This design comes from an exercise in tuning for small area on the open sky130 flow, not from production work.
In this exercise RTL edits were held to simulation tests only and were not proved equivalent to the original.
No activity file was given, so power comes from the tool's default toggle rates.

==> design/flow/design.v <==
package maze_pkg;
  localparam int MAZE_WIDTH = 5;
  localparam int LOAD_BYTES = (1 << (2 * MAZE_WIDTH)) / 8;
  localparam int PATH_CNT_W = 2 * MAZE_WIDTH + 1;
  typedef enum logic [1:0] {
    IDLE     = 2'd0,
    LOAD     = 2'd1,
    SERVE    = 2'd2,
    FINISHED = 2'd3
  } maze_state_e;
endpackage
module maze_bitram #(
  parameter int addr_w = 12
) (
  input  logic              clk,
  input  logic              rst_n,
  input  logic              byte_we,
  input  logic [addr_w-4:0] byte_addr,
  input  logic [7:0]        byte_data,
  input  logic              bit_re,
  input  logic              bit_set,
  input  logic [addr_w-1:0] bit_addr,
  output logic              bit_q,
  output logic              bit_cur
);
  logic [7:0] mem [0:(1 << (addr_w - 3)) - 1];
  always_ff @(posedge clk) begin
    if (byte_we) begin
      mem[byte_addr] <= byte_data;
    end else if (bit_set) begin
      mem[bit_addr[addr_w-1:3]][bit_addr[2:0]] <= 1'b1;
    end
  end
  assign bit_cur = mem[bit_addr[addr_w-1:3]][bit_addr[2:0]];
  always_ff @(posedge clk or negedge rst_n) begin
    if (!rst_n) begin
      bit_q <= 1'b0;
    end else if (bit_re) begin
      bit_q <= bit_cur;
    end
  end
endmodule
import maze_pkg::*;
module maze_mem #(
  parameter int maze_width = MAZE_WIDTH
) (
  input  logic                    clk,
  input  logic                    rst_n,
  input  logic                    load_start,
  input  logic                    load_valid,
  input  logic [7:0]              load_data,
  output logic                    load_ready,
  output logic                    solver_rst_n,
  input  logic [maze_width-1:0]   row,
  input  logic [maze_width-1:0]   col,
  input  logic                    maze_oe,
  input  logic                    maze_we,
  output logic                    maze_in,
  input  logic                    done,
  output logic [2*maze_width:0]   path_count,
  output logic                    we_on_wall
);
  localparam int CELL_W = 2 * maze_width;
  localparam int BYTE_W = CELL_W - 3;
  maze_pkg::maze_state_e state, state_nxt;
  logic [BYTE_W-1:0] byte_cnt;
  logic              accept;
  logic              last_byte;
  logic              serve;
  logic              enter_load;
  logic [CELL_W-1:0] cell_addr;
  logic              wall_cur;
  assign cell_addr  = {row, col};
  assign accept     = load_valid && load_ready;
  assign last_byte  = accept && (&byte_cnt);
  assign enter_load = (state != LOAD) && (state_nxt == LOAD);
  always_ff @(posedge clk or negedge rst_n) begin
    if (!rst_n) begin
      state <= IDLE;
    end else begin
      state <= state_nxt;
    end
  end
  always_comb begin
    state_nxt = state;
    case (state)
      IDLE:     if (load_start) state_nxt = LOAD;
      LOAD:     if (last_byte)  state_nxt = SERVE;
      SERVE:    if (done)       state_nxt = FINISHED;
      FINISHED: if (load_start) state_nxt = LOAD;
      default:                  state_nxt = IDLE;
    endcase
  end
  always_comb begin
    load_ready   = 1'b0;
    solver_rst_n = 1'b0;
    serve        = 1'b0;
    case (state)
      LOAD:  load_ready = 1'b1;
      SERVE: begin
        solver_rst_n = 1'b1;
        serve        = 1'b1;
      end
      default: ;
    endcase
  end
  always_ff @(posedge clk or negedge rst_n) begin
    if (!rst_n) begin
      byte_cnt <= '0;
    end else if (enter_load) begin
      byte_cnt <= '0;
    end else if (accept) begin
      byte_cnt <= byte_cnt + 1'b1;
    end
  end
  maze_bitram #(.addr_w(CELL_W)) u_wall (
    .clk       (clk),
    .rst_n     (rst_n),
    .byte_we   (accept),
    .byte_addr (byte_cnt),
    .byte_data (load_data),
    .bit_re    (serve && maze_oe),
    .bit_set   (1'b0),
    .bit_addr  (cell_addr),
    .bit_q     (maze_in),
    .bit_cur   (wall_cur)
  );
  logic path_cur;
  logic path_q_unused;
  logic mark_ok;
  logic new_mark;
  assign mark_ok  = serve && maze_we && !wall_cur;
  assign new_mark = mark_ok && !path_cur;
  maze_bitram #(.addr_w(CELL_W)) u_path (
    .clk       (clk),
    .rst_n     (rst_n),
    .byte_we   (accept),
    .byte_addr (byte_cnt),
    .byte_data (8'h00),
    .bit_re    (1'b0),
    .bit_set   (mark_ok),
    .bit_addr  (cell_addr),
    .bit_q     (path_q_unused),
    .bit_cur   (path_cur)
  );
  always_ff @(posedge clk or negedge rst_n) begin
    if (!rst_n) begin
      path_count <= '0;
      we_on_wall <= 1'b0;
    end else if (enter_load) begin
      path_count <= '0;
      we_on_wall <= 1'b0;
    end else begin
      if (new_mark && !(&path_count)) begin
        path_count <= path_count + 1'b1;
      end
      if (serve && maze_we && wall_cur) begin
        we_on_wall <= 1'b1;
      end
    end
  end
endmodule
==> design/flow/run.sh <==
#!/bin/bash
# synth_recipe.tcl (not shown) runs the flow's synth.tcl, then flattens the netlist and writes it again
# the make line also repeats each setting of config.mk as NAME=value (left out here)
make -C /OpenROAD-flow-scripts/flow DESIGN_CONFIG=/design/flow/config.mk WORK_HOME=/design/flow/orfs CLKGATE_MAP_FILE= SYNTH_SCRIPT=/design/flow/synth_recipe.tcl finish
==> design/flow/config.mk <==
export PLATFORM = sky130hd
export DESIGN_NAME = maze_mem
export DESIGN_NICKNAME = maze_mem
export VERILOG_FILES = /design/flow/design.v
export SDC_FILE = /design/flow/constraint.sdc
export NUM_CORES = 4
export LEC_CHECK = 0
export CAP_MARGIN = 20
export CORE_MARGIN = 2
export CORE_UTILIZATION = 50
export SLEW_MARGIN = 20
==> design/flow/constraint.sdc <==
create_clock -name core_clock -period 8.0 [get_ports {clk}]
set_input_delay 1.6000 -clock core_clock [delete_from_list [all_inputs] [get_ports {clk}]]
set_output_delay 1.6000 -clock core_clock [all_outputs]
set_load 0.01 [all_outputs]
==> qor.txt <==
Final worst path period share: 84.6%
Worst min-delay path class: flop to flop
Die H: 421 um
RSZ-0062 raised after global routing: false
Routed wire length: 242 mm
Leakage power: 29.3 nW
M1 WL: 97.6 mm
Power share of the combinational group: 11.9%
I/O pin count: 40
CTS tree: yes
Startpoint types: primary input
Mux cell area share after synthesis: 14.2%
Crit-path slowest cell: clkdlybuf4s50_1
Sequential Power Share: 49.5%
Avg Vias per Cell: 6.46
Max-cap viol count: 0
Clk Latency, worst-skew pair: 0.85 ns
Post-Synth XOR/XNOR Area: 0.0605%
Syn_nets: 5274
Dpl hpwl: 143 mm
Final hold vios: 0
Yosys warnings: 2
Highest Signal Layer: met5
Fill count: 13600
First-pass iteration count of the detailed router: 8
Setup CP Type: primary input to flop
Via Count: 49700
Family with the most delay on the worst path: buffers and inverters
Synth Area in Simple Gates: 8.00%
Most used DFF post-synth: edfxtp_1
CTS root buffer: clkbuf_16
Synth async-reset ratio: 1.06%
Pint: 17.8 mW
Antenna violations before repair: 5
Area growth from synthesis to final layout: 11.2%
Register area share after synthesis: 71.4%
Relative slew slack: 23.4%
Combinational family with the most area after synthesis: multiplexers
Slew @ Worst Pin: 1.15 ns
First-pass GRT wire length: 351 mm
Synth Area in Compound Gates: 3.38%
Tmin final: 6.77 ns
Overflow after GRT: 0
Register area: 62000 um2
Yosys top cell area share: 70.8%
H-tree depth: 4
Post-placement setup slack: 0.597 ns
Reg-to-reg slack, setup: 3.00 ns
Cells along the critical path: clkdlybuf4s50_1 > nand2b_1 > nor2_1 > buf_4 > o311ai_0 > a211oi_1 > nor4_1 > and3_1 > a211oi_2 > o21ai_4 > buf_4 > mux2_2 > buf_12 > nor2_1
Row cnt: 153
Hold WS: 0.502 ns
Mapped cell area: 86900 um2
Sw frac: 26.4%
Power density cells: 251 nW/um2
Buf+Inv Stages, Crit Path: 4
Largest net degree at the start of global routing: 129
Synth top area cells: edfxtp_1 (71%), mux4_2 (11%), nor3_1 (3.7%)
DR iter-0 viols: 6131
Syn Area/Cell: 16.6 um2
Share of cells above drive strength 1: 18.5%
Post-CTS setup buffer count: 0
Worst Path Max Fanout: 40
Final Net Count: 5235
Met3 wire len: 21.4 mm
CP max stage delay: 0.99 ns
Die footprint: 177000 um2
Netlist cell types: 73
Worst vdd ir: 0.232 mV
Slew Limit Fails: 0
Status: no timing/DRC/antenna violations
CTS Hold Bufs: 0
Post-Synth Adder-Cell Area: 0.0576%
# resized after CTS: 0
Yosys reg bits: 2070
Multi-input gate area: 22600 um2
Reg clk slew, reported paths: 0.06 ns
Port Buffer Count: 39
Fin worst setup slack: 1.23 ns
CTS buffer count: 209
Element type at the critical path end: flop
Antenna cell count: 0
Routed length per instance: 31.4 um
Psw: 6.40 mW
Die width: 421 um
Setup violators final: 0
Post-synth top area cell: edfxtp_1
Setup TNS: 0 ns
Clock power share: 38.6%
Core Region: 173000 um2
Fmax: 148 MHz
GRT Total Usage: 27.2%
Cells after Synth: 5245
Number of synthesized flops with an enable pin: 2048
RD Place Congestion: 0.904
Worst Path Arrival: 7.33 ns
DRC: 0
Initial Util: 50.2%
ANT nets after route: 0
Wire length on met2: 116 mm
Vias in the first global route: 48600
Clk sink count: 2070
Final Skew: 0.0350 ns
Fin util: 55.8%
Critical Path RT: 8.57 ns
CTS Buffer Depth: 3
[power by group through the flow]
stage	Combinational (mW)	Sequential, mW	Clock [mW]
final	2.87	12.0	9.37
after global routing	3.00	12.0	9.92
after CTS	2.85	12.0	9.48
after detailed placement	2.85	12.2	0
after global placement	2.83	12.2	0
after floorplan	1.58	12.2	0
[registers in the layout (all words and copies together), names as in the netlist]
| register | count |
|---|---|
| u_wall.bit_q | 1 |
| we_on_wall | 1 |
| path_count | 11 |
| state | 2 |
| u_path.mem | 1024 |
| u_wall.mem | 1024 |
| byte_cnt | 7 |
[tightest hold or removal path, stage by stage, from the launching register on]
cell	delay, ns
dfrtp_1	0.34
a21oi_1	0.04
nor2_1	0.08
[cell families (layout without fill, tap and decap cells)]
group                      after synthesis  in the layout
DFF                                   2070           2070
and+or+nand+nor                       1540           1540
muxes                                  699            699
buffers and inverters                  512            648
AOI/OAI and AO/OA                      414            414
xor gates and xnor gates                 6              6
adders and majority gates                4              4
[worst paths after layout]
check,start,endpoint,cells after the start
max,row[3],u_path.mem[97][6],14
min,we_on_wall,we_on_wall,2
max reg2reg,u_wall.mem[111][4],u_path.mem[97][6],12
min reg2reg,we_on_wall,we_on_wall,2
max in group asynchronous,rst_n,byte_cnt[0],2
min in group asynchronous,rst_n,we_on_wall,2
[layout make-up]
type                    count  share of cell area, %
clock buffers             275                   5.78
clock inverters           111                  0.941
flip-flops and latches   2070                   64.2
inverters                  15                 0.0634
well taps                2325                   3.01
multi-input cells        2663                   23.4
repair buffers            247                   2.64
[Yosys cell counts (42+ instances only)]
library cell	count
edfxtp_1	2048
nor3_1	649
nor2_1	598
mux4_2	424
mux2i_1	248
clkbuf_1	239
nand2_1	147
buf_2	143
a22oi_1	135
a21oi_1	75
buf_1	45
buf_6	43
nand3_1	43
o22ai_1	42
[per-stage QoR]
step / std cells / cell area (um2) / total power, mW
final: 7706 / 96700 / 24.2
after global routing: 7706 / 96700 / 24.9
after CTS: 7706 / 96700 / 24.3
after detailed placement: 7320 / 90200 / 15.1
after global placement: 7320 / 90200 / 15.0
after floorplan: 5245 / 86900 / 13.8
[cell usage in the layout, fill, tap and decap left out, types with 43 or more instances in the layout]
cell,synthesis,routed
nor2_1,598,589
clkbuf_16,0,213
buf_4,27,168
mux4_2,424,424
clkbuf_1,239,60
a22oi_1,135,135
a21oi_1,75,71
nand3_1,43,43
nand2_1,147,142
nor3_1,649,649
mux2i_1,248,242
buf_12,0,49
clkinv_1,1,57
edfxtp_1,2048,2048
[routing by layer]
metal / GRT usage, % / vias up
met5: 0 / -
met4: 8.39 / 6
met3: 5.22 / 434
met2: 42.9 / 2391
met1: 38.6 / 26200
li1: - / 20700

-- port drivers added, routing unchanged --
No port has a modelled driver above. Below, the same layout with a new extraction and two added sets of constraints. Step 1 (the two cells are an assumption about what drives the block):
set clk [get_ports {clk}]
set_driving_cell -lib_cell sky130_fd_sc_hd__clkbuf_16 $clk
set_driving_cell -lib_cell sky130_fd_sc_hd__buf_2 [delete_from_list [all_inputs] $clk]
Step 2 times the ports against the registers' clock, not the clock port: input delays grow and output delays shrink by t, the midpoint of the rising clock arrivals with the driver on. a / b / c = ideal ports / drivers / drivers and shift; a / b = the first two.
t, ns: 0.918
slack for setup (ns): 1.232 / 1.266 / 0.348
slew at the worst register clock pin (ns): 0.07 / 0.07
After both steps setup and hold are still met in this run. For this run, drivers alone change the setup slack by +0.034 ns; drivers and shift together by -0.884 ns.
